Background: an optimization exercise with open tools, aiming at small area, a short achievable clock period and few clock cycles per item. Do not read the settings as production practice. At most, simulation tests tie the RTL to the original design; equivalence was not proved. No functional check of the RTL was part of run 1. Power and IR drop assume default switching activity.

[design/flow/run.sh]
#!/bin/bash
# synth_recipe.tcl (not shown) runs the flow's synth.tcl, then flattens the netlist and writes it again
# the make line also repeats each setting of config.mk as NAME=value (left out here)
make -C /OpenROAD-flow-scripts/flow DESIGN_CONFIG=/design/flow/config.mk WORK_HOME=/design/flow/orfs CLKGATE_MAP_FILE= SYNTH_SCRIPT=/design/flow/synth_recipe.tcl finish
[design/flow/config.mk]
export PLATFORM = sky130hd
export DESIGN_NAME = execCore
export DESIGN_NICKNAME = execCore
export VERILOG_FILES = /design/flow/design.v
export SDC_FILE = /design/flow/constraint.sdc
export NUM_CORES = 4
export LEC_CHECK = 0
export CAP_MARGIN = 20
export CORE_MARGIN = 2
export CORE_UTILIZATION = 50
export SETUP_SLACK_MARGIN = 4.0
export SLEW_MARGIN = 20
export SYNTH_HIERARCHICAL = 1
[design/flow/constraint.sdc]
create_clock -name core_clock -period 8.0 [get_ports {CLK}]
set_input_delay 1.6000 -clock core_clock [delete_from_list [all_inputs] [get_ports {CLK}]]
set_output_delay 1.6000 -clock core_clock [all_outputs]
set_load 0.01 [all_outputs]
[design/flow/design.v]
`default_nettype none
package cpuPkg;
	typedef logic [32-1:0] wordT;  
	typedef logic [5-1:0] regAddrT;  
	typedef struct packed {
		logic [6-1:0] opcode;  
		regAddrT rs;  
		regAddrT rt;  
		regAddrT rd;  
		logic [5-1:0] shamt;  
		logic [6-1:0] funct;  
	} instrT;
	typedef struct packed {
		logic add;  
		logic sub;  
		logic andOp;
		logic orOp;
		logic xorOp;
		logic norOp;
		logic slt;  
		logic sltu;  
		logic sll;
		logic srl;
		logic lui;  
	} aluSelT;
	typedef struct packed {
		logic wen;  
		regAddrT destReg;
		wordT value;
	} resultT;
endpackage
`default_nettype wire
`timescale 1ns/10ps
`default_nettype none
module instrDecoder
(
	input cpuPkg::instrT instr,
	output cpuPkg::aluSelT sel,  
	output logic writes,  
	output logic isHalt,
	output logic useImm,  
	output cpuPkg::regAddrT destReg,  
	output cpuPkg::wordT immExt  
);
	logic [5:0] op;
	logic [5:0] fn;
	logic rtype;
	logic [15:0] imm;
	logic signExt;
	assign op = instr.opcode;
	assign fn = instr.funct;
	assign imm = instr[15:0];
	assign rtype = (op == 6'h00);
	assign isHalt = (op == 6'h3f);
	assign signExt = (op[5:2] == 4'b0010);  
	assign immExt = {{16{signExt & imm[15]}}, imm};
	assign destReg = rtype ? instr.rd : instr.rt;
	assign useImm = !rtype;
	always_comb
	begin
		sel = '0;
		writes = 1'b0;
		if (rtype)
		begin
			case (fn)
				6'h00: begin sel.sll = 1'b1; writes = 1'b1; end
				6'h02: begin sel.srl = 1'b1; writes = 1'b1; end
				6'h20, 6'h21: begin sel.add = 1'b1; writes = 1'b1; end
				6'h22, 6'h23: begin sel.add = 1'b1; sel.sub = 1'b1; writes = 1'b1; end
				6'h24: begin sel.andOp = 1'b1; writes = 1'b1; end
				6'h25: begin sel.orOp = 1'b1; writes = 1'b1; end
				6'h26: begin sel.xorOp = 1'b1; writes = 1'b1; end
				6'h27: begin sel.norOp = 1'b1; writes = 1'b1; end
				6'h2a: begin sel.slt = 1'b1; sel.sub = 1'b1; writes = 1'b1; end
				6'h2b: begin sel.sltu = 1'b1; sel.sub = 1'b1; writes = 1'b1; end
				default: ;
			endcase
		end
		else
		begin
			case (op)
				6'h08, 6'h09: begin sel.add = 1'b1; writes = 1'b1; end
				6'h0a: begin sel.slt = 1'b1; sel.sub = 1'b1; writes = 1'b1; end
				6'h0b: begin sel.sltu = 1'b1; sel.sub = 1'b1; writes = 1'b1; end
				6'h0c: begin sel.andOp = 1'b1; writes = 1'b1; end
				6'h0d: begin sel.orOp = 1'b1; writes = 1'b1; end
				6'h0f: begin sel.lui = 1'b1; writes = 1'b1; end
				6'h0e: begin sel.xorOp = 1'b1; writes = 1'b1; end
				default: ;
			endcase
		end
	end
endmodule
`default_nettype wire
`timescale 1ns/10ps
`default_nettype none
module aluUnit
(
	input cpuPkg::aluSelT sel,
	input cpuPkg::wordT aN,  
	input cpuPkg::wordT bN,  
	input logic [16-1:0] imm,  
	input logic [5-1:0] shamt,
	output cpuPkg::wordT y
);
	localparam int W = 32;
	cpuPkg::wordT a;
	cpuPkg::wordT b;
	cpuPkg::wordT bx;  
	cpuPkg::wordT p;
	cpuPkg::wordT g;
	cpuPkg::wordT sum;
	cpuPkg::wordT logicY;
	cpuPkg::wordT otherY;  
	logic carry;
	assign a = ~aN;
	assign b = ~bN;
	assign bx = b ^ {W{sel.sub}};
	for (genvar i = 0; i < W; i++)
	begin : gPg
		xor2 cell0 (.a(a[i]), .b(bx[i]), .y(p[i]));
		and2 cell1 (.a(a[i]), .b(bx[i]), .y(g[i]));
	end
	logic g0;  
	maj3 cell2 (.a(a[0]), .b(bx[0]), .c(sel.sub), .y(g0));
	prefixAdder add0 (
		.p(p),
		.g({g[W-1:1], g0}),
		.cin(sel.sub),
		.sum(sum),
		.cout(carry)
	);
	logic signFlip;
	logic lessThan;
	assign signFlip = sel.slt && (a[W-1] ^ b[W-1]);
	assign lessThan = !(carry ^ signFlip);
	assign logicY = ({W{sel.andOp | sel.orOp}} & g) |
		({W{sel.orOp | sel.xorOp}} & p) |
		({W{sel.norOp}} & ~(g | p));
	logic [5-1:0] rotAmt;
	cpuPkg::wordT rot [0:5];
	cpuPkg::wordT shMask;
	assign rotAmt = sel.sll ? (~shamt + 1'b1) : shamt;
	assign rot[0] = b;  
	for (genvar k = 0; k < 5; k++)
	begin : gRot
		assign rot[k+1] = rotAmt[k] ? {rot[k][(1 << k)-1:0], rot[k][W-1:(1 << k)]} : rot[k];
	end
	for (genvar i = 0; i < W; i++)
	begin : gMask
		assign shMask[i] = (sel.srl && ((i + shamt) < W)) || (sel.sll && (i >= shamt));
	end
	assign otherY = logicY |
		(shMask & rot[5]) |
		({W{sel.lui}} & {imm, {(W-16){1'b0}}});
	for (genvar i = 1; i < W; i++)
	begin : gOut
		ao21 cell0 (.a(sel.add), .b(sum[i]), .c(otherY[i]), .y(y[i]));
	end
	ao21 cell3 (.a(sel.slt | sel.sltu), .b(lessThan), .c((sel.add & sum[0]) | otherY[0]), .y(y[0]));
endmodule
module xor2
(
	input logic a,
	input logic b,
	output logic y
);
	assign y = a ^ b;
endmodule
module and2
(
	input logic a,
	input logic b,
	output logic y
);
	assign y = a && b;
endmodule
module maj3
(
	input logic a,
	input logic b,
	input logic c,
	output logic y
);
	assign y = (a && b) || (a && c) || (b && c);
endmodule
module ao21
(
	input logic a,
	input logic b,
	input logic c,
	output logic y
);
	assign y = (a && b) || c;
endmodule
module prefixAdder
(
	input cpuPkg::wordT p,
	input cpuPkg::wordT g,
	input logic cin,
	output cpuPkg::wordT sum,
	output logic cout
);
	localparam int W = 32;
	localparam int L = $clog2(W);
	logic [W-1:0] gen [0:L];  
	logic [W-1:0] prop [0:L];  
	assign gen[0] = g;  
	assign prop[0] = p;
	for (genvar k = 0; k < L; k++)
	begin : gLevel
		for (genvar i = 0; i < W; i++)
		begin : gBit
			if ((i & (1 << k)) && (i < (2 << k)))
			begin : gHead
				gMerge node0 (
					.gHi(gen[k][i]), .pHi(prop[k][i]), .gLo(gen[k][(1 << k)-1]),
					.g(gen[k+1][i])
				);
				assign prop[k+1][i] = 1'b0;
			end
			else if (i & (1 << k))
			begin : gMerge
				localparam int J = ((i >> k) << k) - 1;  
				pgMerge node0 (
					.gHi(gen[k][i]), .pHi(prop[k][i]), .gLo(gen[k][J]), .pLo(prop[k][J]),
					.g(gen[k+1][i]), .p(prop[k+1][i])
				);
			end
			else
			begin : gPass
				assign gen[k+1][i] = gen[k][i];
				assign prop[k+1][i] = prop[k][i];
			end
		end
	end
	assign sum = p ^ {gen[L][W-2:0], cin};
	assign cout = gen[L][W-1];
endmodule
module pgMerge
(
	input logic gHi,
	input logic pHi,
	input logic gLo,
	input logic pLo,
	output logic g,
	output logic p
);
	assign g = gHi || (pHi && gLo);
	assign p = pHi && pLo;
endmodule
module gMerge
(
	input logic gHi,
	input logic pHi,
	input logic gLo,
	output logic g
);
	assign g = gHi || (pHi && gLo);
endmodule
`default_nettype wire
`timescale 1ns/10ps
`default_nettype none
module registerFile
(
	input logic CLK,
	input logic rstN,
	input cpuPkg::regAddrT rdAddrA,
	input cpuPkg::regAddrT rdAddrB,
	input logic [6-1:0] opcode,  
	input cpuPkg::wordT orB,  
	output cpuPkg::wordT rdDataAN,  
	output cpuPkg::wordT rdDataBN,
	input logic wrEn,
	input cpuPkg::regAddrT wrAddr,
	input cpuPkg::wordT wrData
);
	localparam int N = 1 << 5;
	logic [N-1:1][32-1:0] regs;
	logic [N-1:1] valid;
	logic [N-1:1] selA;
	logic [N-1:1] selB;
	always_ff @(posedge CLK)
	begin
		if (!rstN)
			valid <= '0;
		else if (wrEn && (wrAddr != '0))
			valid[wrAddr] <= 1'b1;
	end
	always_ff @(posedge CLK)
	begin
		for (int i = 1; i < N; i++)
			if (wrEn && (wrAddr == i))
				regs[i] <= wrData;
	end
	logic [7:0] hiA;
	logic [7:0] hiB;
	logic [3:0] loA;
	logic [3:0] loB;
	always_comb
	begin
		for (int i = 0; i < 8; i++)
		begin
			hiA[i] = (rdAddrA[4:2] == i);
			hiB[i] = (rdAddrB[4:2] == i);
		end
		for (int i = 0; i < 4; i++)
		begin
			loA[i] = (rdAddrA[1:0] == i);
			loB[i] = (opcode == '0) && (rdAddrB[1:0] == i);
		end
		for (int i = 1; i < N; i++)
		begin
			selA[i] = hiA[i >> 2] && loA[i & 3] && valid[i];
			selB[i] = hiB[i >> 2] && loB[i & 3] && valid[i];
		end
	end
	readPort portA (.sel(selA), .regs(regs), .extra('0), .dataN(rdDataAN));
	readPort #(.EXTRA(1)) portB (.sel(selB), .regs(regs), .extra(orB), .dataN(rdDataBN));
endmodule
`default_nettype wire
`default_nettype none
module readPort
#(
	parameter bit EXTRA = 0  
)
(
	input logic [(1 << 5)-1:1] sel,
	input logic [(1 << 5)-1:1][32-1:0] regs,
	input cpuPkg::wordT extra,
	output cpuPkg::wordT dataN  
);
	localparam int G = 11;  
	logic [32-1:0][G-1:0] grpN;  
	logic [32-1:0][2:0] part;  
	for (genvar b = 0; b < 32; b++)
	begin : gBit
		for (genvar g = 0; g < G - 1; g++)
		begin : gGrp
			aoi222 cell0 (
				.a0(sel[3*g+1]), .d0(regs[3*g+1][b]),
				.a1(sel[3*g+2]), .d1(regs[3*g+2][b]),
				.a2(sel[3*g+3]), .d2(regs[3*g+3][b]),
				.y(grpN[b][g])
			);
		end
		nand2 cell1 (.a(sel[31]), .b(regs[31][b]), .y(grpN[b][G-1]));
		nand4 cell2 (.a(grpN[b][0]), .b(grpN[b][1]), .c(grpN[b][2]), .d(grpN[b][3]), .y(part[b][0]));
		nand4 cell3 (.a(grpN[b][4]), .b(grpN[b][5]), .c(grpN[b][6]), .d(grpN[b][7]), .y(part[b][1]));
		nand3 cell4 (.a(grpN[b][8]), .b(grpN[b][9]), .c(grpN[b][10]), .y(part[b][2]));
		if (EXTRA)
		begin : gExtra
			nor4 cell5 (.a(part[b][0]), .b(part[b][1]), .c(part[b][2]), .d(extra[b]), .y(dataN[b]));
		end
		else
		begin : gPlain
			nor3 cell5 (.a(part[b][0]), .b(part[b][1]), .c(part[b][2]), .y(dataN[b]));
		end
	end
endmodule
module aoi222
(
	input logic a0,
	input logic d0,
	input logic a1,
	input logic d1,
	input logic a2,
	input logic d2,
	output logic y
);
	assign y = !((a0 && d0) || (a1 && d1) || (a2 && d2));
endmodule
`default_nettype wire
`default_nettype none
module nand2
(
	input logic a,
	input logic b,
	output logic y
);
	assign y = !(a && b);
endmodule
module nand3
(
	input logic a,
	input logic b,
	input logic c,
	output logic y
);
	assign y = !(a && b && c);
endmodule
module nand4
(
	input logic a,
	input logic b,
	input logic c,
	input logic d,
	output logic y
);
	assign y = !(a && b && c && d);
endmodule
module nor4
(
	input logic a,
	input logic b,
	input logic c,
	input logic d,
	output logic y
);
	assign y = !(a || b || c || d);
endmodule
module nor3
(
	input logic a,
	input logic b,
	input logic c,
	output logic y
);
	assign y = !(a || b || c);
endmodule
`default_nettype wire
`timescale 1ns/10ps
`default_nettype none
module execCore
(
	input logic CLK,
	input logic rstN,
	input logic req,  
	input cpuPkg::instrT instr,  
	output logic ack,
	output cpuPkg::resultT result,  
	output logic halted  
);
	cpuPkg::aluSelT decSel;
	logic decWrites;
	logic decHalt;
	logic decUseImm;
	cpuPkg::regAddrT decDest;
	cpuPkg::wordT decImm;
	cpuPkg::wordT rdAN;
	cpuPkg::wordT rdBN;
	cpuPkg::wordT aluY;
	logic fire;  
	instrDecoder decoder0 (
		.instr(instr),
		.sel(decSel),
		.writes(decWrites),
		.isHalt(decHalt),
		.useImm(decUseImm),
		.destReg(decDest),
		.immExt(decImm)
	);
	registerFile regs0 (
		.CLK(CLK),
		.rstN(rstN),
		.rdAddrA(instr.rs),
		.rdAddrB(instr.rt),
		.opcode(instr.opcode),  
		.orB(decUseImm ? decImm : '0),
		.rdDataAN(rdAN),
		.rdDataBN(rdBN),
		.wrEn(ack && result.wen),
		.wrAddr(result.destReg),
		.wrData(result.value)
	);
	aluUnit alu0 (
		.sel(decSel),
		.aN(rdAN),
		.bN(rdBN),
		.imm(instr[16-1:0]),
		.shamt(instr.shamt),
		.y(aluY)
	);
	assign fire = req && !ack;
	always_ff @(posedge CLK)
	begin
		if (!rstN)
		begin
			ack <= 1'b0;
			halted <= 1'b0;
		end
		else if (fire)
		begin
			ack <= 1'b1;
			if (decHalt)
				halted <= 1'b1;
		end
		else if (!req)
			ack <= 1'b0;  
	end
	always_ff @(posedge CLK)
	begin
		if (fire)
			result <= {decWrites && (decDest != '0) && !halted, decDest, aluY};  
	end
endmodule
`default_nettype wire
==> results.sh, run 1 <==
export IMPL_clock_sinks=1063
export IMPL_final_core_util_pct=61.7
export IMPL_slew_violations=0
export IMPL_dieArea_sq_um=100000
export IMPL_grt_setup_unrepaired="true"
export IMPL_gr_usage_all_layers_pct=43.1
export IMPL_r2r_slack_ns=3.34
export IMPL_die_width_microns=316
export IMPL_cap_viol_max_count=0
export IMPL_synth_cells=3181
export IMPL_cts_root_buf="clkbuf_16"
export IMPL_syn_avg_cell_area_sq_um=15.3
export IMPL_status="no timing/DRC/antenna violations"
export IMPL_holdCritPathClass="reg2reg"
export IMPL_antenna_found_initial=11
export IMPL_critPathKind="in2reg"
export IMPL_grt_start_max_net_pins=39
export IMPL_place_inst=4566
export IMPL_swShare_pct=22.0
export IMPL_numCtsBuffers=110
export IMPL_leakagePower_nw=20.9
export IMPL_routed_via_density=8.13
export IMPL_irDropWorstVdd_v=0.000185
export IMPL_max_freq_mhz=179
export IMPL_syn2layout_area_growth_pct=22.3
export IMPL_pin_count=75
export IMPL_vias=41100
export IMPL_clk_latency_ns=0.74
export IMPL_hpwlAfterDp_mm=127
export IMPL_startpoint_type="input port"
export IMPL_drtAntennaViolNets=0
export IMPL_fin_cells=5051
export IMPL_r2r_cells=14
export IMPL_finalWeightedCongestion=0.997
export IMPL_hold_viol=0
export IMPL_grt_overflow_total=0
export IMPL_synth_nets=3233
export IMPL_synth_area_sq_um=48800
export IMPL_tns_ns=0
export IMPL_cts_hold_buf=0
export IMPL_fp_dieH_microns=316
export IMPL_cp_required_ns=8.49
export IMPL_reg2reg_to="result[25]"
export IMPL_cts_tree="yes"
export IMPL_power_switching_mw=2.67
export IMPL_coreArea_sq_um=96700
export IMPL_nNetsFinal=3717
export IMPL_rows=114
export IMPL_min_period_ns=5.57
export IMPL_crit_fanout=19
export IMPL_clk_pin_slew_worst_paths_ns=0.06
export IMPL_remaining_drc_errors=0
export IMPL_startpoint="instr[25]"
export IMPL_port_buffers=74
export IMPL_worst_setup_path_end_kind="register"
export IMPL_r2r_start="regs0.valid[9]"
export IMPL_cts_buffer_depth=3
export IMPL_h_tree_depth=3
export IMPL_power_density_nw_per_um2=203
export IMPL_drt_wirelength_per_cell_microns=43.8
export IMPL_drive_gt1_share_pct=26.0
export IMPL_crit_end="result[25]"
export IMPL_maxSlewHeadroom_pct=25.5
export IMPL_initial_core_util_pct=50.4
export IMPL_fin_skew_ns=0.0691
export IMPL_period_share_pct=69.6
export IMPL_drt_iter0_markers=11400
export IMPL_first_global_vias=37600
export IMPL_power_internal_mw=9.45
export IMPL_pwr_share_comb_pct=4.7
export IMPL_worst_pin_slew_ns=1.12
export IMPL_drt_first_pass_iters=14
export IMPL_setup_violations=0
export IMPL_synth_warnings=16
export IMPL_power_frac_seq_pct=50.4
export IMPL_power_frac_clock_pct=44.9
export IMPL_grt_pass1_wl_mm=299
export IMPL_arrival_ns=6.06
export IMPL_wirelength_mm=221
==> per-layer routing <==
layer	track usage, %	routed length (microns)	vias up
li1	-	-	15700
met3	17.3	39100	742
met4	22.7	15000	4
met5	0	23	-
met1	57.2	75600	20400
met2	61.1	91600	4273
==> power groups by stage <==
| stage | Sequential [mW] | Clock (mW) | Combinational (mW) |
|---|---|---|---|
| CTS | 6.11 | 5.45 | 0.539 |
| floorplan | 6.26 | 0 | 0.233 |
| finish | 6.11 | 5.44 | 0.572 |
| global placement | 6.23 | 0 | 0.467 |
| detailed placement | 6.23 | 0 | 0.475 |
| global route | 6.11 | 5.68 | 0.587 |
==> worst min-delay path by stage <==
stage | startpoint | endpoint | cells past startpoint
2_1_floorplan | regs0.valid[10] | regs0.valid[10] | 1
3_3_place_gp | regs0.valid[31] | regs0.valid[31] | 1
3_5_place_dp | regs0.valid[31] | regs0.valid[31] | 1
4_1_cts | regs0.valid[31] | regs0.valid[31] | 1
5_1_grt | regs0.valid[31] | regs0.valid[31] | 1
6_report | regs0.valid[31] | regs0.valid[31] | 1
==> per-stage QoR <==
step / hold slack (ns) / cell area [sq um] / setup WS [ns] / power (mW)
floorplan: 0.456 / 49000 / 2.84 / 6.49
global placement: 0.476 / 52100 / 0.606 / 6.69
detailed placement: 0.479 / 52200 / 0.600 / 6.70
CTS: 0.493 / 59200 / 2.77 / 12.1
global route: 0.509 / 59600 / 2.58 / 12.4
finish: 0.501 / 59600 / 2.43 / 12.1
==> cells in the final DEF, fill, tap and decap left out, types with 31 or more instances in the layout <==
master           instances
a21o_1                 106
and3_4                  78
nor2_1                  44
nor2_4                  32
mux4_2                  51
dfxtp_1                 33
buf_6                   33
a21oi_1                 33
xor2_1                  47
clkbuf_16              111
and2_2                  34
nand3_1                111
a32o_1                  31
and2_1                  80
edfxtp_1              1030
a222oi_1               640
clkdlybuf4s50_1         58
inv_1                   44
nand2_1                121
nand4_1                140
buf_12                  34
buf_4                  293
==> registers in the layout, indices dropped and copies added (netlist names) <==
name and count:
regs0.regs 992, result 38, regs0.valid 31, ack 1, halted 1
==> cell type report <==
class / instances / area [sq um]
inverter: 50 / 195
timing repair buffer: 428 / 3960
multi-input combinational: 2012 / 18400
clock buffer: 134 / 2910
antenna: 13 / 32.5
fill: 7178 / 37100
sequential: 1063 / 31600
clock inverter: 75 / 926
tap: 1276 / 1600
==> worst max-delay path, cell delays in order <==
cell	delay, ns
clkdlybuf4s18_2	0.38
nor2b_4	0.13
and3_4	0.30
buf_6	0.23
a222oi_1	0.40
nand4_1	0.76
nor3_2	0.53
inv_2	0.11
xor2_2	0.20
and2_4	0.15
and2_1	0.16
a21o_4	0.27
a21o_4	0.28
a21o_1	0.20
xor2_1	0.15
a21o_1	0.16
==> timing repair <==
action | 4_1_cts | 5_1_grt
setup endpoints to repair | 62 | 62
resized for setup | 317 | 49
pin swaps | 186 | 50
setup buffers | 185 | 30
gates cloned | 47 | 1
==> inputs of run 2 (changes only) <==
--- a/design/flow/design.v
+++ b/design/flow/design.v
@@ -204,3 +204,3 @@
 	localparam int W = 32;
-	localparam int L = $clog2(W);
+	localparam int L = 5;  
 	logic [W-1:0] gen [0:L];  
==> results.sh, run 2 <==
export IMPL_setup_violations=0
export IMPL_grt_setup_unrepaired="true"
export IMPL_cap_viol_max_count=0
export IMPL_rows=114
export IMPL_power_density_nw_per_um2=203
export IMPL_syn2layout_area_growth_pct=22.3
export IMPL_layout_commonest_cell="edfxtp_1"
export IMPL_hpwlAfterDp_mm=127
export IMPL_drt_wirelength_per_cell_microns=43.8
export IMPL_arrival_ns=6.06
export IMPL_r2r_slack_ns=3.34
export IMPL_drt_iter0_markers=11400
export IMPL_vias=41100
export IMPL_slew_violations=0
export IMPL_crit_fanout=19
export IMPL_route_met3_wl_mm=39.1
export IMPL_fp_dieH_microns=316
export IMPL_path_depth=16
export IMPL_worstHoldPathCells=1
export IMPL_finalWeightedCongestion=0.997
export IMPL_grt_overflow_total=0
export IMPL_startpoint_type="input port"
export IMPL_synth_nets=3233
export IMPL_totalPowerFinal_mw=12.1
export IMPL_critPathKind="in2reg"
export IMPL_period_share_pct=69.6
export IMPL_hold_viol=0
export IMPL_holdCritPathClass="reg2reg"
export IMPL_fillers=7178
export IMPL_met2_length_mm=91.6
export IMPL_cts_buffer_depth=3
export IMPL_maxSlewHeadroom_pct=25.5
export IMPL_worst_pin_slew_ns=1.12
export IMPL_fin_cells=5051
export IMPL_cts_hold_buf=0
export IMPL_remaining_drc_errors=0
export IMPL_die_width_microns=316
export IMPL_drt_first_pass_iters=14
export IMPL_max_freq_mhz=179
export IMPL_grt_start_max_net_pins=39
export IMPL_fin_skew_ns=0.0691
export IMPL_crit_family="simple AND/OR/NAND/NOR gates"
export IMPL_largest_reg_flops=992
export IMPL_max_stage_delay_ns=0.76
export IMPL_m1WireLength_mm=75.6
export IMPL_synth_cells=3181
export IMPL_synth_area_sq_um=48800
export IMPL_initial_core_util_pct=50.4
export IMPL_nNetsFinal=3717
export IMPL_final_cell_mix="edfxtp_1 (1030), a222oi_1 (640), buf_4 (293), nand4_1 (140), nand2_1 (121)"
export IMPL_cp_cell_sequence="clkdlybuf4s18_2, nor2b_4, and3_4, buf_6, a222oi_1, nand4_1, nor3_2, inv_2, xor2_2, and2_4, and2_1, a21o_4, a21o_4, a21o_1, xor2_1, a21o_1"
export IMPL_top_regs="regs0.regs: 992 flops, result: 38 flops, regs0.valid: 31 flops"
export IMPL_worst_setup_path_end_kind="register"
export IMPL_routed_via_density=8.13
export IMPL_port_buffers=74
export IMPL_first_global_vias=37600
export IMPL_tns_ns=0
export IMPL_clk_pin_slew_worst_paths_ns=0.06
export IMPL_place_inst=4566
export IMPL_gr_usage_all_layers_pct=43.1
export IMPL_critical_path_buf_inv_count=3
export IMPL_top_layer="met5"
export IMPL_multi_input_area_sq_um=18400
export IMPL_h_tree_depth=3
export IMPL_pin_count=75
export IMPL_grt_pass1_wl_mm=299
export IMPL_clock_sinks=1063
export IMPL_irDropWorstVdd_v=0.000185
export IMPL_status="no timing/DRC/antenna violations"
export IMPL_antenna_found_initial=11
export IMPL_dieArea_sq_um=100000
export IMPL_clk_latency_ns=0.74
export IMPL_synth_warnings=16
export IMPL_coreArea_sq_um=96700
export IMPL_top_register="regs0.regs"
export IMPL_leakagePower_nw=20.9
export IMPL_r2r_cells=14
export IMPL_cts_root_buf="clkbuf_16"
export IMPL_drive_gt1_share_pct=26.0
export IMPL_drtAntennaViolNets=0
export IMPL_numCtsBuffers=110
export IMPL_cp_required_ns=8.49
export IMPL_regArea_sq_um=31600
export IMPL_min_period_ns=5.57
export IMPL_wirelength_mm=221
export IMPL_slowest_stage="nand4_1"
export IMPL_cts_tree="yes"
export IMPL_syn_avg_cell_area_sq_um=15.3
[run 2: repair_timing]
| action | in CTS | in global routing |
|---|---|---|
| cloned | 47 | 1 |
| endpoints found under the setup margin | 62 | 62 |
| gates resized for setup | 317 | 49 |
| pin swaps | 186 | 50 |
| setup buffers | 185 | 30 |
[run 2: final cells by class]
type | count | area share (%)
Clock inverter | 75 | 1.55
Inverter | 50 | 0.327
Clock buffer | 134 | 4.89
Timing Repair Buffer | 428 | 6.63
Tap cell | 1276 | 2.68
Multi-Input combinational cell | 2012 | 30.9
Antenna cell | 13 | 0.0545
Sequential cell | 1063 | 53.0
[run 2: worst paths after layout]
kind | startpoint | end
hold / removal | regs0.valid[31] | regs0.valid[31]
setup / recovery | instr[25] | result[25]
setup reg to reg | regs0.valid[9] | result[25]
hold reg to reg | regs0.valid[31] | regs0.valid[31]
[run 2: power breakdown]
group          switching (mW)  internal, mW
clock                    2.28          3.16
sequential             0.0146          6.10
combinational           0.376         0.195
[run 2: per-stage QoR]
step / util, % / instance area [sq um] / hold WS (ns) / setup WS [ns]
CTS: 61.2 / 59200 / 0.493 / 2.77
global placement: 53.9 / 52100 / 0.476 / 0.606
floorplan: - / 49000 / 0.456 / 2.84
global route: 61.6 / 59600 / 0.509 / 2.58
finish: 61.7 / 59600 / 0.501 / 2.43
detailed placement: 54.0 / 52200 / 0.479 / 0.600
[run 2: per-layer routing]
metal	vias up	GRT usage (%)
li1	15700	-
met2	4273	61.1
met5	-	0
met1	20400	57.2
met4	4	22.7
met3	742	17.3
Testbench counts of run 2, summed over its fixed seeds: cycles 9,480, items 4,744.
==> inputs of run 3 (changes only) <==
--- a/design/flow/config.mk
+++ b/design/flow/config.mk
@@ -10,2 +10,3 @@
 export CORE_UTILIZATION = 50
+export CTS_BUF_LIST = sky130_fd_sc_hd__clkbuf_4 sky130_fd_sc_hd__clkbuf_8
 export SETUP_SLACK_MARGIN = 4.0
==> results.sh, run 3 <==
export IMPL_status="no timing/DRC/antenna violations"
export IMPL_antenna_found_initial=16
export IMPL_final_cell_mix="edfxtp_1 (1030), a222oi_1 (640), buf_4 (292), clkbuf_8 (173), nand4_1 (140)"
export IMPL_fin_ws_ns=2.65
export IMPL_layout_commonest_cell="edfxtp_1"
export IMPL_leakagePower_nw=20.9
export IMPL_grt_pass1_wl_mm=300
export IMPL_dieArea_sq_um=100000
export IMPL_hpwlAfterDp_mm=127
export IMPL_cts_buffer_depth=3
export IMPL_first_global_vias=38400
export IMPL_synth_area_sq_um=48800
export IMPL_fp_dieH_microns=316
export IMPL_drt_wirelength_per_cell_microns=43.0
export IMPL_routed_via_density=8.06
export IMPL_drtAntennaViolNets=0
export IMPL_nNetsFinal=3792
export IMPL_fin_worst_hold_slack_ns=0.522
export IMPL_port_buffers=74
export IMPL_crit_fanout=32
export IMPL_power_density_nw_per_um2=191
export IMPL_h_tree_depth=4
export IMPL_slew_violations=0
export IMPL_synth_cells=3181
export IMPL_synth_nets=3233
export IMPL_min_period_ns=5.35
export IMPL_period_share_pct=66.9
export IMPL_critPathKind="in2reg"
export IMPL_top_regs="regs0.regs: 992 flops, result: 38 flops, regs0.valid: 31 flops"
export IMPL_clk_pin_slew_worst_paths_ns=0.06
export IMPL_worst_pin_slew_ns=1.15
export IMPL_die_width_microns=316
export IMPL_coreArea_sq_um=96700
export IMPL_startpoint_type="input port"
export IMPL_gr_usage_all_layers_pct=43.4
export IMPL_rows=114
export IMPL_setup_violations=0
export IMPL_syn2layout_area_growth_pct=22.0
export IMPL_drt_first_pass_iters=13
export IMPL_tns_ns=0
export IMPL_vias=41600
export IMPL_holdCritPathClass="reg2reg"
export IMPL_cp_required_ns=8.63
export IMPL_hold_viol=0
export IMPL_fin_skew_ns=0.0345
export IMPL_maxSlewHeadroom_pct=23.4
export IMPL_clock_sinks=1063
export IMPL_irDropWorstVdd_v=0.000171
export IMPL_pre_cts_slack_ns=0.600
export IMPL_finalWeightedCongestion=0.997
export IMPL_max_freq_mhz=187
export IMPL_synth_warnings=16
export IMPL_fillers=7300
export IMPL_totalPowerFinal_mw=11.4
export IMPL_worst_setup_path_end_kind="register"
export IMPL_grt_overflow_total=0
export IMPL_initial_core_util_pct=50.4
export IMPL_pin_count=75
export IMPL_remaining_drc_errors=0
export IMPL_drive_gt1_share_pct=28.3
export IMPL_drt_iter0_markers=11500
export IMPL_cts_tree="yes"
export IMPL_grt_setup_unrepaired="true"
export IMPL_largest_reg_flops=992
export IMPL_numCtsBuffers=171
export IMPL_cts_root_buf="clkbuf_8"
export IMPL_grt_start_max_net_pins=39
export IMPL_top_register="regs0.regs"
export IMPL_cap_viol_max_count=0
export IMPL_arrival_ns=5.98
export IMPL_syn_avg_cell_area_sq_um=15.3
export IMPL_clk_latency_ns=0.87
export IMPL_wirelength_mm=222
-- run 3: critical path, stage by stage --
cell and delay [ns]:
clkdlybuf4s15_2 0.32, nor2b_1 0.31, and3_4 0.36, a222oi_1 0.47, nand4_1 0.43, nor3_2 0.36
inv_1 0.19, maj3_2 0.36, a21o_1 0.22, a21o_4 0.24, a21o_4 0.25, a21o_4 0.28
a21o_1 0.20, xor2_1 0.16, a21o_1 0.18
-- run 3: metal layers --
layer	wire, microns	global-route usage [%]
met1	76100	56.9
met2	91400	61.0
met3	37800	16.9
met4	16500	26.0
met5	245	0
-- run 3: area by class of cell --
type / count / area [sq um] / area share, %
sequential: 1063 / 31600 / 53.1
multi-input combinational: 2012 / 18500 / 31.1
timing repair buffer: 442 / 4240 / 7.12
clock buffer: 226 / 2780 / 4.67
tap: 1276 / 1600 / 2.68
clock inverter: 82 / 553 / 0.930
inverter: 50 / 193 / 0.324
antenna: 9 / 22.5 / 0.0379
-- run 3: per-stage QoR --
| step | cells | utilization (%) | cell area [sq um] |
|---|---|---|---|
| final | 5160 | 61.5 | 59500 |
| after detailed placement | 4566 | 54.0 | 52200 |
| after global placement | 4566 | 53.9 | 52100 |
| after floorplan | 3181 | - | 49000 |
| after CTS | 5108 | 60.9 | 58900 |
| after global routing | 5154 | 61.5 | 59500 |
-- run 3: what timing repair did --
item,in CTS,in global routing
hold buffers,0,0
buffers inserted,184,43
gates resized for setup,339,57
pin swaps,160,73
setup endpoints to repair,63,66
gates cloned,50,0
-- run 3: report_power, final --
group          internal [mW]  switching (mW)  total (mW)
Combinational          0.199           0.379       0.578
Clock                   2.41            2.25        4.67
Sequential              6.10          0.0139        6.11
Total                   8.71            2.65        11.4
-- run 3: final timing paths --
| kind | startpoint | endpoint | slack (ns) | cells after the start |
|---|---|---|---|---|
| worst max-delay path | instr[25] | result[26] | 2.65 | 15 |
| worst min-delay path | halted | halted | 0.52 | 1 |
| worst max register to register | regs0.valid[1] | result[31] | 3.46 | 13 |
| worst min register to register | halted | halted | 0.52 | 1 |
==> inputs of run 4 (changes only) <==
--- a/design/flow/design.v
+++ b/design/flow/design.v
@@ -205,5 +205,11 @@
 	localparam int L = 5;  
+	function automatic bit polOf(input int i, input int k);
+		polOf = 1'b0;
+		for (int m = 0; m < k; m++)
+			if (i & (1 << m))
+				polOf = ((m + 1) % 2) == 1;
+	endfunction
 	logic [W-1:0] gen [0:L];  
 	logic [W-1:0] prop [0:L];  
-	assign gen[0] = g;  
+	assign gen[0] = g;
 	assign prop[0] = p;
@@ -211,19 +217,37 @@
 	begin : gLevel
+		localparam bit NEG = (k % 2) == 1;  
 		for (genvar i = 0; i < W; i++)
 		begin : gBit
-			if ((i & (1 << k)) && (i < (2 << k)))
-			begin : gHead
-				gMerge node0 (
-					.gHi(gen[k][i]), .pHi(prop[k][i]), .gLo(gen[k][(1 << k)-1]),
-					.g(gen[k+1][i])
-				);
-				assign prop[k+1][i] = 1'b0;
-			end
-			else if (i & (1 << k))
-			begin : gMerge
+			if (i & (1 << k))
+			begin : gNode
 				localparam int J = ((i >> k) << k) - 1;  
-				pgMerge node0 (
-					.gHi(gen[k][i]), .pHi(prop[k][i]), .gLo(gen[k][J]), .pLo(prop[k][J]),
-					.g(gen[k+1][i]), .p(prop[k+1][i])
-				);
+				localparam bit FLIP = polOf(i, k) != NEG;
+				logic gHi;
+				logic pHi;
+				assign gHi = FLIP ? !gen[k][i] : gen[k][i];
+				assign pHi = FLIP ? !prop[k][i] : prop[k][i];
+				if (NEG)
+				begin : gOai
+					oai21 node0 (.a0(pHi), .a1(gen[k][J]), .b(gHi), .y(gen[k+1][i]));
+					if (i < (2 << k))
+					begin : gHead
+						assign prop[k+1][i] = 1'b0;  
+					end
+					else
+					begin : gProp
+						nor2 node1 (.a(pHi), .b(prop[k][J]), .y(prop[k+1][i]));
+					end
+				end
+				else
+				begin : gAoi
+					aoi21 node0 (.a0(pHi), .a1(gen[k][J]), .b(gHi), .y(gen[k+1][i]));
+					if (i < (2 << k))
+					begin : gHead
+						assign prop[k+1][i] = 1'b1;  
+					end
+					else
+					begin : gProp
+						nand2x node1 (.a(pHi), .b(prop[k][J]), .y(prop[k+1][i]));
+					end
+				end
 			end
@@ -236,25 +260,49 @@
 	end
-	assign sum = p ^ {gen[L][W-2:0], cin};
-	assign cout = gen[L][W-1];
+	for (genvar i = 0; i < W; i++)
+	begin : gSum
+		if (i == 0)
+		begin : gLow
+			assign sum[i] = p[i] ^ cin;
+		end
+		else
+		begin : gHigh
+			localparam bit CN = polOf(i - 1, L);  
+			assign sum[i] = p[i] ^ gen[L][i-1] ^ CN;
+		end
+	end
+	assign cout = gen[L][W-1] ^ polOf(W - 1, L);
+endmodule
+module aoi21
+(
+	input logic a0,
+	input logic a1,
+	input logic b,
+	output logic y
+);
+	assign y = !((a0 && a1) || b);
+endmodule
+module oai21
+(
+	input logic a0,
+	input logic a1,
+	input logic b,
+	output logic y
+);
+	assign y = !((a0 || a1) && b);
 endmodule
-module pgMerge
+module nor2
 (
-	input logic gHi,
-	input logic pHi,
-	input logic gLo,
-	input logic pLo,
-	output logic g,
-	output logic p
+	input logic a,
+	input logic b,
+	output logic y
 );
-	assign g = gHi || (pHi && gLo);
-	assign p = pHi && pLo;
+	assign y = !(a || b);
 endmodule
-module gMerge
+module nand2x
 (
-	input logic gHi,
-	input logic pHi,
-	input logic gLo,
-	output logic g
+	input logic a,
+	input logic b,
+	output logic y
 );
-	assign g = gHi || (pHi && gLo);
+	assign y = !(a && b);
 endmodule
==> results.sh, run 4 <==
export IMPL_cts_hold_buf=0
export IMPL_power_density_nw_per_um2=193
export IMPL_worstHoldPathCells=1
export IMPL_r2r_cells=16
export IMPL_period_share_pct=67.2
export IMPL_tns_ns=0
export IMPL_numCtsBuffers=174
export IMPL_drt_first_pass_iters=15
export IMPL_largest_reg_flops=992
export IMPL_reg2reg_to="result[24]"
export IMPL_slew_violations=0
export IMPL_hpwlAfterDp_mm=123
export IMPL_grt_pass1_wl_mm=300
export IMPL_cts_tree="yes"
export IMPL_first_global_vias=38600
export IMPL_synth_cells=3228
export IMPL_r2r_start="regs0.valid[4]"
export IMPL_irDropWorstVdd_v=0.000143
export IMPL_vias=41700
export IMPL_min_period_ns=5.37
export IMPL_nNetsFinal=3816
export IMPL_synth_warnings=16
export IMPL_clk_pin_slew_worst_paths_ns=0.06
export IMPL_startpoint_type="input port"
export IMPL_drt_wirelength_per_cell_microns=42.7
export IMPL_pwr_share_comb_pct=5.1
export IMPL_die_width_microns=316
export IMPL_critPathKind="in2reg"
export IMPL_coreArea_sq_um=96700
export IMPL_syn2layout_area_growth_pct=21.6
export IMPL_finalWeightedCongestion=1.01
export IMPL_holdCritPathClass="reg2reg"
export IMPL_drive_gt1_share_pct=29.5
export IMPL_drtAntennaViolNets=0
export IMPL_cp_required_ns=8.62
export IMPL_synth_nets=3280
export IMPL_top_register="regs0.regs"
export IMPL_initial_core_util_pct=50.5
export IMPL_arrival_ns=5.99
export IMPL_gr_usage_all_layers_pct=43.4
export IMPL_totalPowerFinal_mw=11.4
export IMPL_fin_ws_ns=2.63
export IMPL_power_switching_mw=2.67
export IMPL_status="no timing/DRC/antenna violations"
export IMPL_final_core_util_pct=61.4
export IMPL_power_frac_clock_pct=41.5
export IMPL_clock_sinks=1063
export IMPL_clk_latency_ns=0.90
export IMPL_pin_count=75
export IMPL_setup_violations=0
export IMPL_leakagePower_nw=20.0
export IMPL_rows=114
export IMPL_syn_avg_cell_area_sq_um=15.1
export IMPL_routed_via_density=8.03
export IMPL_layout_commonest_cell="edfxtp_1"
export IMPL_fp_dieH_microns=316
export IMPL_grt_overflow_total=0
export IMPL_pre_cts_slack_ns=0.603
export IMPL_cts_buffer_depth=3
export IMPL_holdCritStartpoint="halted"
export IMPL_hold_viol=0
export IMPL_antenna_found_initial=15
export IMPL_cap_viol_max_count=0
export IMPL_dieArea_sq_um=100000
export IMPL_swShare_pct=23.3
export IMPL_drt_iter0_markers=11700
export IMPL_fin_worst_hold_slack_ns=0.507
export IMPL_power_internal_mw=8.77
export IMPL_power_frac_seq_pct=53.4
export IMPL_fin_skew_ns=0.0552
export IMPL_r2r_slack_ns=3.43
export IMPL_h_tree_depth=4
export IMPL_min_to="halted"
export IMPL_grt_start_max_net_pins=42
export IMPL_worst_setup_path_end_kind="register"
export IMPL_port_buffers=74
export IMPL_top_regs="regs0.regs: 992 flops, result: 38 flops, regs0.valid: 31 flops"
export IMPL_wirelength_mm=222
export IMPL_maxSlewHeadroom_pct=24.6
export IMPL_cts_root_buf="clkbuf_8"
export IMPL_crit_fanout=8
export IMPL_grt_setup_unrepaired="true"
export IMPL_max_freq_mhz=186
export IMPL_synth_area_sq_um=48800
export IMPL_remaining_drc_errors=0
export IMPL_worst_pin_slew_ns=1.13
export IMPL_final_cell_mix="edfxtp_1 (1030), a222oi_1 (640), buf_4 (297), clkbuf_8 (176), nand4_1 (140)"
-- run 4: how the worst max path moves through the flow --
stage,start,cells after the start,slack (ns),end
after floorplan,instr[29],16,2.80,result[20]
after global placement,instr[27],19,0.68,result[21]
after detailed placement,instr[27],19,0.60,result[21]
after CTS,instr[30],18,2.95,result[31]
after global routing,instr[30],23,2.74,result[30]
final,instr[30],20,2.63,result[22]
-- run 4: what timing repair did --
item | 4_1_cts | 5_1_grt
endpoints found under the hold margin | 0 | 0
endpoints found under the setup margin | 62 | 63
gates cloned | 42 | 0
gates resized for setup | 312 | 50
pin swaps | 163 | 51
setup buffers | 175 | 29
-- run 4: layout make-up --
type	count	area (sq um)
tap	1276	1600
fill	7284	37300
inverter	97	372
clock inverter	84	558
sequential	1063	31600
clock buffer	233	2850
multi-input combinational	2002	18400
antenna	13	32.5
timing repair buffer	426	4000
-- run 4: per-stage QoR --
stage	cell area, sq um	instances
CTS	58900	5152
detailed placement	52300	4618
global placement	52300	4617
floorplan	49100	3228
finish	59400	5194
global route	59300	5182
-- run 4: power groups by stage --
stage	Sequential, mW	Combinational [mW]	Clock, mW
after floorplan	6.26	0.240	0
after global placement	6.23	0.467	0
after detailed placement	6.23	0.475	0
after CTS	6.11	0.545	4.76
after global routing	6.11	0.597	5.00
final	6.11	0.580	4.75
-- run 4: worst max-delay path, stage by stage --
cell	delay [ns]
buf_8	0.08
nor4_4	0.04
nand2_4	0.16
nor3_4	0.07
buf_6	0.15
buf_16	0.16
buf_4	0.16
and3_4	0.17
buf_6	0.15
a222oi_1	0.32
nand4_1	0.45
nor4_4	0.84
xnor2_2	0.21
xor2_2	0.27
buf_4	0.16
nor2_1	0.03
a22o_1	0.19
a221oi_2	0.28
o221ai_1	0.27
a21o_1	0.21
-- run 4: per-layer routing --
metal  vias up  track usage [%]  wire length (microns)
met2      4359             59.3                  88800
li1      15800                -                      -
met4         2             28.4                  17900
met5         -                0                     14
met1     20600             56.4                  75100
met3       867             18.6                  39900
Testbench counts of run 4, summed over its fixed seeds: cycles 9,480, items 4,744.

[port drivers added, routing unchanged]
The results above use ideal ports. As a check the final layouts listed here were re-extracted and re-timed, cells and wires unchanged. Step 1, drivers: a clkbuf_16 drives CLK and a buf_2 each remaining input, both assumed. Step 2 adds t to the input delays and takes it off the output delays; t is the mean of the earliest and latest rising clock arrival at the registers after step 1. Input paths then give back, and output paths get back, about the clock's delay inside the block. a / b / c = no drivers / after step 1 / after step 2; a / b = the first two.
run | t, ns | slack for setup (ns) | worst setup path at the end
run 1 | 0.784 | 2.428 / 2.469 / 1.685 | input to register
run 2 | 0.784 | 2.428 / 2.469 / 1.685 | input to register
run 3 | 0.928 | 2.647 / 2.662 / 1.734 | input to register
run 4 | 0.941 | 2.626 / 2.628 / 1.688 | input to register
After both steps every run listed still meets setup and hold. The setup slack of run 4, which loses most, moves by +0.002 ns with the drivers and by -0.938 ns with both steps.
